This design comes from an exercise in tuning for small area, a short achievable clock period and few clock cycles per item on the open sky130 flow, not from production work. At most, simulation tests tie the RTL to the original design; equivalence was not proved. Power and IR drop assume default switching activity.

## miss_handler
module miss_handler (
    input  logic                         clk_i,
    input  logic                         rst_ni,
    input  logic                         alloc_valid_i,
    input  logic [38:0]                  alloc_i,
    output logic                         alloc_ready_o,
    output logic                         mshr_full_o,
    output logic                         mem_req_valid_o,
    output logic [27:0]                  mem_req_o,
    input  logic                         mem_req_ready_i,
    input  logic                         mem_resp_valid_i,
    input  logic [67:0]                  mem_resp_i,
    output logic                         mem_resp_ready_o,
    output logic                         refill_req_o,
    input  logic                         refill_gnt_i,
    output logic                         refill_wr_valid_o,
    output logic [73:0]                  refill_wr_o,
    output logic                         dir_wr_valid_o,
    output logic [28:0]                  dir_wr_o,
    output logic                         core_rsp_valid_o,
    output logic [72:0]                  core_rsp_o,
    input  logic [miss_pkg::NLINE_W-1:0] check_nline_i,
    output logic                         check_hit_o,
    output logic                         mshr_empty_o
);
    localparam int N = miss_pkg::MSHR_N;
    miss_pkg::miss_alloc_t alloc_s;
    miss_pkg::mem_resp_t   resp_s;
  ...
==> module miss_handler, before the edit <==
module miss_handler (
    input  logic                         clk_i,
    input  logic                         rst_ni,
    input  logic                         alloc_valid_i,
    input  logic [38:0]                  alloc_i,
    output logic                         alloc_ready_o,
    output logic                         mshr_full_o,
    output logic                         mem_req_valid_o,
    output logic [27:0]                  mem_req_o,
    input  logic                         mem_req_ready_i,
    input  logic                         mem_resp_valid_i,
    input  logic [67:0]                  mem_resp_i,
    output logic                         mem_resp_ready_o,
    output logic                         refill_req_o,
    input  logic                         refill_gnt_i,
    output logic                         refill_wr_valid_o,
    output logic [73:0]                  refill_wr_o,
    output logic                         dir_wr_valid_o,
    output logic [28:0]                  dir_wr_o,
    output logic                         core_rsp_valid_o,
    output logic [72:0]                  core_rsp_o,
    input  logic [miss_pkg::NLINE_W-1:0] check_nline_i,
    output logic                         check_hit_o,
    output logic                         mshr_empty_o
);
    localparam int N = miss_pkg::MSHR_N;
    miss_pkg::miss_alloc_t alloc_s;
    miss_pkg::mem_resp_t   resp_s;
    miss_pkg::refill_wr_t  wr_s;
    miss_pkg::dir_entry_t  dir_s;
    miss_pkg::core_rsp_t   rsp_s;
    assign alloc_s = alloc_i;
    assign resp_s  = mem_resp_i;
    logic [N-1:0]                  valid_q;
    logic [miss_pkg::NLINE_W-1:0]  nline_q [N];
    logic [miss_pkg::WAY_W-1:0]    way_q   [N];
    logic [miss_pkg::BEAT_W-1:0]   word_q  [N];
    logic [miss_pkg::ID_W-1:0]     sid_q   [N];
    logic [miss_pkg::ID_W-1:0]     tid_q   [N];
    logic [N-1:0]                  rsp_q;
    logic [miss_pkg::MSHR_W-1:0]   idx_q, idx_d;
    logic [N-1:0]                  valid_d;
    logic                          take, ret;
    logic [miss_pkg::MSHR_W-1:0]   rid;
    assign mshr_full_o  = &valid_q;
    assign mshr_empty_o = ~|valid_q;
    assign alloc_ready_o   = mem_req_ready_i && !mshr_full_o;
    assign mem_req_valid_o = alloc_valid_i && !mshr_full_o;
    assign mem_req_o       = {alloc_s.nline, idx_q};
    assign take            = alloc_valid_i && alloc_ready_o;
    always_comb begin
        check_hit_o = 1'b0;
        for (int i = 0; i < N; i++) begin
            if (valid_q[i] && (nline_q[i] == check_nline_i)) begin
                check_hit_o = 1'b1;
            end
        end
    end
    always_comb begin
        valid_d = valid_q;
        if (ret) begin
            valid_d[rid] = 1'b0;
        end
        if (take) begin
            valid_d[idx_q] = 1'b1;
        end
    end
    always_comb begin
        idx_d = idx_q;
        if (!(mem_req_valid_o && !mem_req_ready_i)) begin
            idx_d = '0;
            for (int i = N - 1; i >= 0; i--) begin
                if (!valid_d[i]) begin
                    idx_d = miss_pkg::MSHR_W'(i);
                end
            end
        end
    end
    always_ff @(posedge clk_i or negedge rst_ni) begin
        if (!rst_ni) begin
            valid_q <= '0;
            idx_q   <= '0;
        end else begin
            valid_q <= valid_d;
            idx_q   <= idx_d;
        end
    end
    always_ff @(posedge clk_i) begin
        for (int i = 0; i < N; i++) begin
            if (take && idx_q == miss_pkg::MSHR_W'(i)) begin
                nline_q[i] <= alloc_s.nline;
                way_q[i]   <= alloc_s.way;
                word_q[i]  <= alloc_s.word;
                sid_q[i]   <= alloc_s.sid;
                tid_q[i]   <= alloc_s.tid;
                rsp_q[i]   <= alloc_s.need_rsp;
            end
        end
    end
    logic [miss_pkg::BEAT_W-1:0] cnt_q;
    logic                        mid, fire;
    assign mid              = (cnt_q != '0);
    assign refill_req_o     = mem_resp_valid_i && !mid;
    assign mem_resp_ready_o = mid || refill_gnt_i;
    assign fire             = mem_resp_valid_i && mem_resp_ready_o;
    assign rid              = resp_s.id;
    assign ret              = fire && (cnt_q == miss_pkg::BEAT_W'(miss_pkg::BEATS - 1));
    always_ff @(posedge clk_i or negedge rst_ni) begin
        if (!rst_ni) begin
            cnt_q <= '0;
        end else if (fire) begin
            cnt_q <= cnt_q + 1'b1;
        end
    end
    assign refill_wr_valid_o = fire && !resp_s.error;
    assign wr_s.set  = nline_q[rid][miss_pkg::SET_W-1:0];
    assign wr_s.way  = way_q[rid];
    assign wr_s.beat = cnt_q;
    assign wr_s.data = resp_s.data;
    assign refill_wr_o = wr_s;
    assign dir_wr_valid_o = ret;
    assign dir_s.set   = nline_q[rid][miss_pkg::SET_W-1:0];
    assign dir_s.way   = way_q[rid];
    assign dir_s.valid = !resp_s.error;
    assign dir_s.tag   = nline_q[rid][miss_pkg::NLINE_W-1 -: miss_pkg::TAG_W];
    assign dir_wr_o    = dir_s;
    assign core_rsp_valid_o = fire && rsp_q[rid] && (cnt_q == word_q[rid]);
    assign rsp_s.data  = resp_s.data;
    assign rsp_s.sid   = sid_q[rid];
    assign rsp_s.tid   = tid_q[rid];
    assign rsp_s.error = resp_s.error;
    assign core_rsp_o  = rsp_s;
endmodule
Settings: LEC_CHECK=0, CAP_MARGIN=20, CORE_MARGIN=2, CORE_UTILIZATION=40, CTS_BUF_LIST=sky130_fd_sc_hd__clkbuf_8, SETUP_SLACK_MARGIN=1.5, SLEW_MARGIN=20, BUFFER_PORTS_ARGS=-buffer_cell sky130_fd_sc_hd__buf_2, DONT_USE_CELLS=sky130_fd_sc_hd__clkdlybuf4s15_1 sky130_fd_sc_hd__clkdlybuf4s15_2 sky130_fd_sc_hd__clkdlybuf4s18_1 sky130_fd_sc_hd__clkdlybuf4s18_2 sky130_fd_sc_hd__clkdlybuf4s25_1 sky130_fd_sc_hd__clkdlybuf4s25_2 sky130_fd_sc_hd__clkdlybuf4s50_1 sky130_fd_sc_hd__clkdlybuf4s50_2 sky130_fd_sc_hd__dlygate4sd1_1 sky130_fd_sc_hd__dlygate4sd2_1 sky130_fd_sc_hd__dlygate4sd3_1 sky130_fd_sc_hd__dlymetal6s2s_1 sky130_fd_sc_hd__dlymetal6s4s_1 sky130_fd_sc_hd__dlymetal6s6s_1; clock period 4.5 ns.
standard.sh (not shown) runs the stock make flow with config.mk's settings and CLKGATE_MAP_FILE= SYNTH_SCRIPT=/design/flow/synth_recipe.tcl, a recipe that flattens the netlist after the stock synthesis.
==> flow/flow/run.sh <==
#!/bin/bash
# Standard layout, with the port buffers made from plain buffers instead of
# the delay cells ORFS picks for sky130hd, and delay cells kept out of repair.
set -euo pipefail
cat >> config.mk <<'MK'
export BUFFER_PORTS_ARGS = -buffer_cell sky130_fd_sc_hd__buf_2
export DONT_USE_CELLS = sky130_fd_sc_hd__clkdlybuf4s15_1 sky130_fd_sc_hd__clkdlybuf4s15_2 sky130_fd_sc_hd__clkdlybuf4s18_1 sky130_fd_sc_hd__clkdlybuf4s18_2 sky130_fd_sc_hd__clkdlybuf4s25_1 sky130_fd_sc_hd__clkdlybuf4s25_2 sky130_fd_sc_hd__clkdlybuf4s50_1 sky130_fd_sc_hd__clkdlybuf4s50_2 sky130_fd_sc_hd__dlygate4sd1_1 sky130_fd_sc_hd__dlygate4sd2_1 sky130_fd_sc_hd__dlygate4sd3_1 sky130_fd_sc_hd__dlymetal6s2s_1 sky130_fd_sc_hd__dlymetal6s4s_1 sky130_fd_sc_hd__dlymetal6s6s_1
MK
bash standard.sh > standard.log 2>&1
The starting point produced a clean layout.
Testbench counts at the start, summed over its fixed seeds: cycles 9,977, items 2,400.
Then changed:
--- a/flow/design.v
+++ b/flow/design.v
@@ -175,20 +175,43 @@
         end
     end
+    logic [N-1:0]                 rsel;
+    logic [miss_pkg::NLINE_W-1:0] r_nline;
+    logic [miss_pkg::WAY_W-1:0]   r_way;
+    logic [miss_pkg::BEAT_W-1:0]  r_word;
+    logic [miss_pkg::ID_W-1:0]    r_sid, r_tid;
+    logic                         r_rsp;
+    always_comb begin
+        r_nline = '0;
+        r_way   = '0;
+        r_word  = '0;
+        r_sid   = '0;
+        r_tid   = '0;
+        r_rsp   = 1'b0;
+        for (int i = 0; i < N; i++) begin
+            rsel[i] = (rid == miss_pkg::MSHR_W'(i));
+            r_nline = r_nline | ({miss_pkg::NLINE_W{rsel[i]}} & nline_q[i]);
+            r_way   = r_way   | ({miss_pkg::WAY_W{rsel[i]}}   & way_q[i]);
+            r_word  = r_word  | ({miss_pkg::BEAT_W{rsel[i]}}  & word_q[i]);
+            r_sid   = r_sid   | ({miss_pkg::ID_W{rsel[i]}}    & sid_q[i]);
+            r_tid   = r_tid   | ({miss_pkg::ID_W{rsel[i]}}    & tid_q[i]);
+            r_rsp   = r_rsp   | (rsel[i] & rsp_q[i]);
+        end
+    end
     assign refill_wr_valid_o = fire && !resp_s.error;
-    assign wr_s.set  = nline_q[rid][miss_pkg::SET_W-1:0];
-    assign wr_s.way  = way_q[rid];
+    assign wr_s.set  = r_nline[miss_pkg::SET_W-1:0];
+    assign wr_s.way  = r_way;
     assign wr_s.beat = cnt_q;
     assign wr_s.data = resp_s.data;
     assign refill_wr_o = wr_s;
     assign dir_wr_valid_o = ret;
-    assign dir_s.set   = nline_q[rid][miss_pkg::SET_W-1:0];
-    assign dir_s.way   = way_q[rid];
+    assign dir_s.set   = r_nline[miss_pkg::SET_W-1:0];
+    assign dir_s.way   = r_way;
     assign dir_s.valid = !resp_s.error;
-    assign dir_s.tag   = nline_q[rid][miss_pkg::NLINE_W-1 -: miss_pkg::TAG_W];
+    assign dir_s.tag   = r_nline[miss_pkg::NLINE_W-1 -: miss_pkg::TAG_W];
     assign dir_wr_o    = dir_s;
-    assign core_rsp_valid_o = fire && rsp_q[rid] && (cnt_q == word_q[rid]);
+    assign core_rsp_valid_o = fire && r_rsp && (cnt_q == r_word);
     assign rsp_s.data  = resp_s.data;
-    assign rsp_s.sid   = sid_q[rid];
-    assign rsp_s.tid   = tid_q[rid];
+    assign rsp_s.sid   = r_sid;
+    assign rsp_s.tid   = r_tid;
     assign rsp_s.error = resp_s.error;
     assign core_rsp_o  = rsp_s;
Setup slack degrades by 0.082 ns; combinational power went down by about 2%; clock skew is about the same; synthesized cell count stays the same; global-route usage went down by 0.12 points; sequential cell count stays the same; count of clock-buffer cells in the layout is unchanged; cell count does not change.
For the second run of this note, only the layout was checked, not whether the RTL still works.

## afterwards: timing with drivers on the ports
In the flow no input, the clock included, has a driving cell. The finished layouts below were timed again as built, in two steps.
Step 1 assumes that a clkbuf_16 drives the clock port and a buf_2 every other input.
Step 2, shift: input delay + t, output delay - t, t = (earliest + latest rising clock arrival at the registers) / 2. This alone moves slack from input paths to output paths.
Slacks: ideal / step 1 / step 2; pairs: ideal / step 1.
run	t (ns)	setup slack, ns	worst slew at a driven data input, ns
the first run	0.492	1.462 / 1.427 / 1.427	0.21
the second run	0.491	1.380 / 1.278 / 1.278	0.23
After both steps setup and hold are still met in every run listed. For the second run, which loses most, drivers alone change the setup slack by -0.102 ns; drivers and shift together by -0.102 ns.
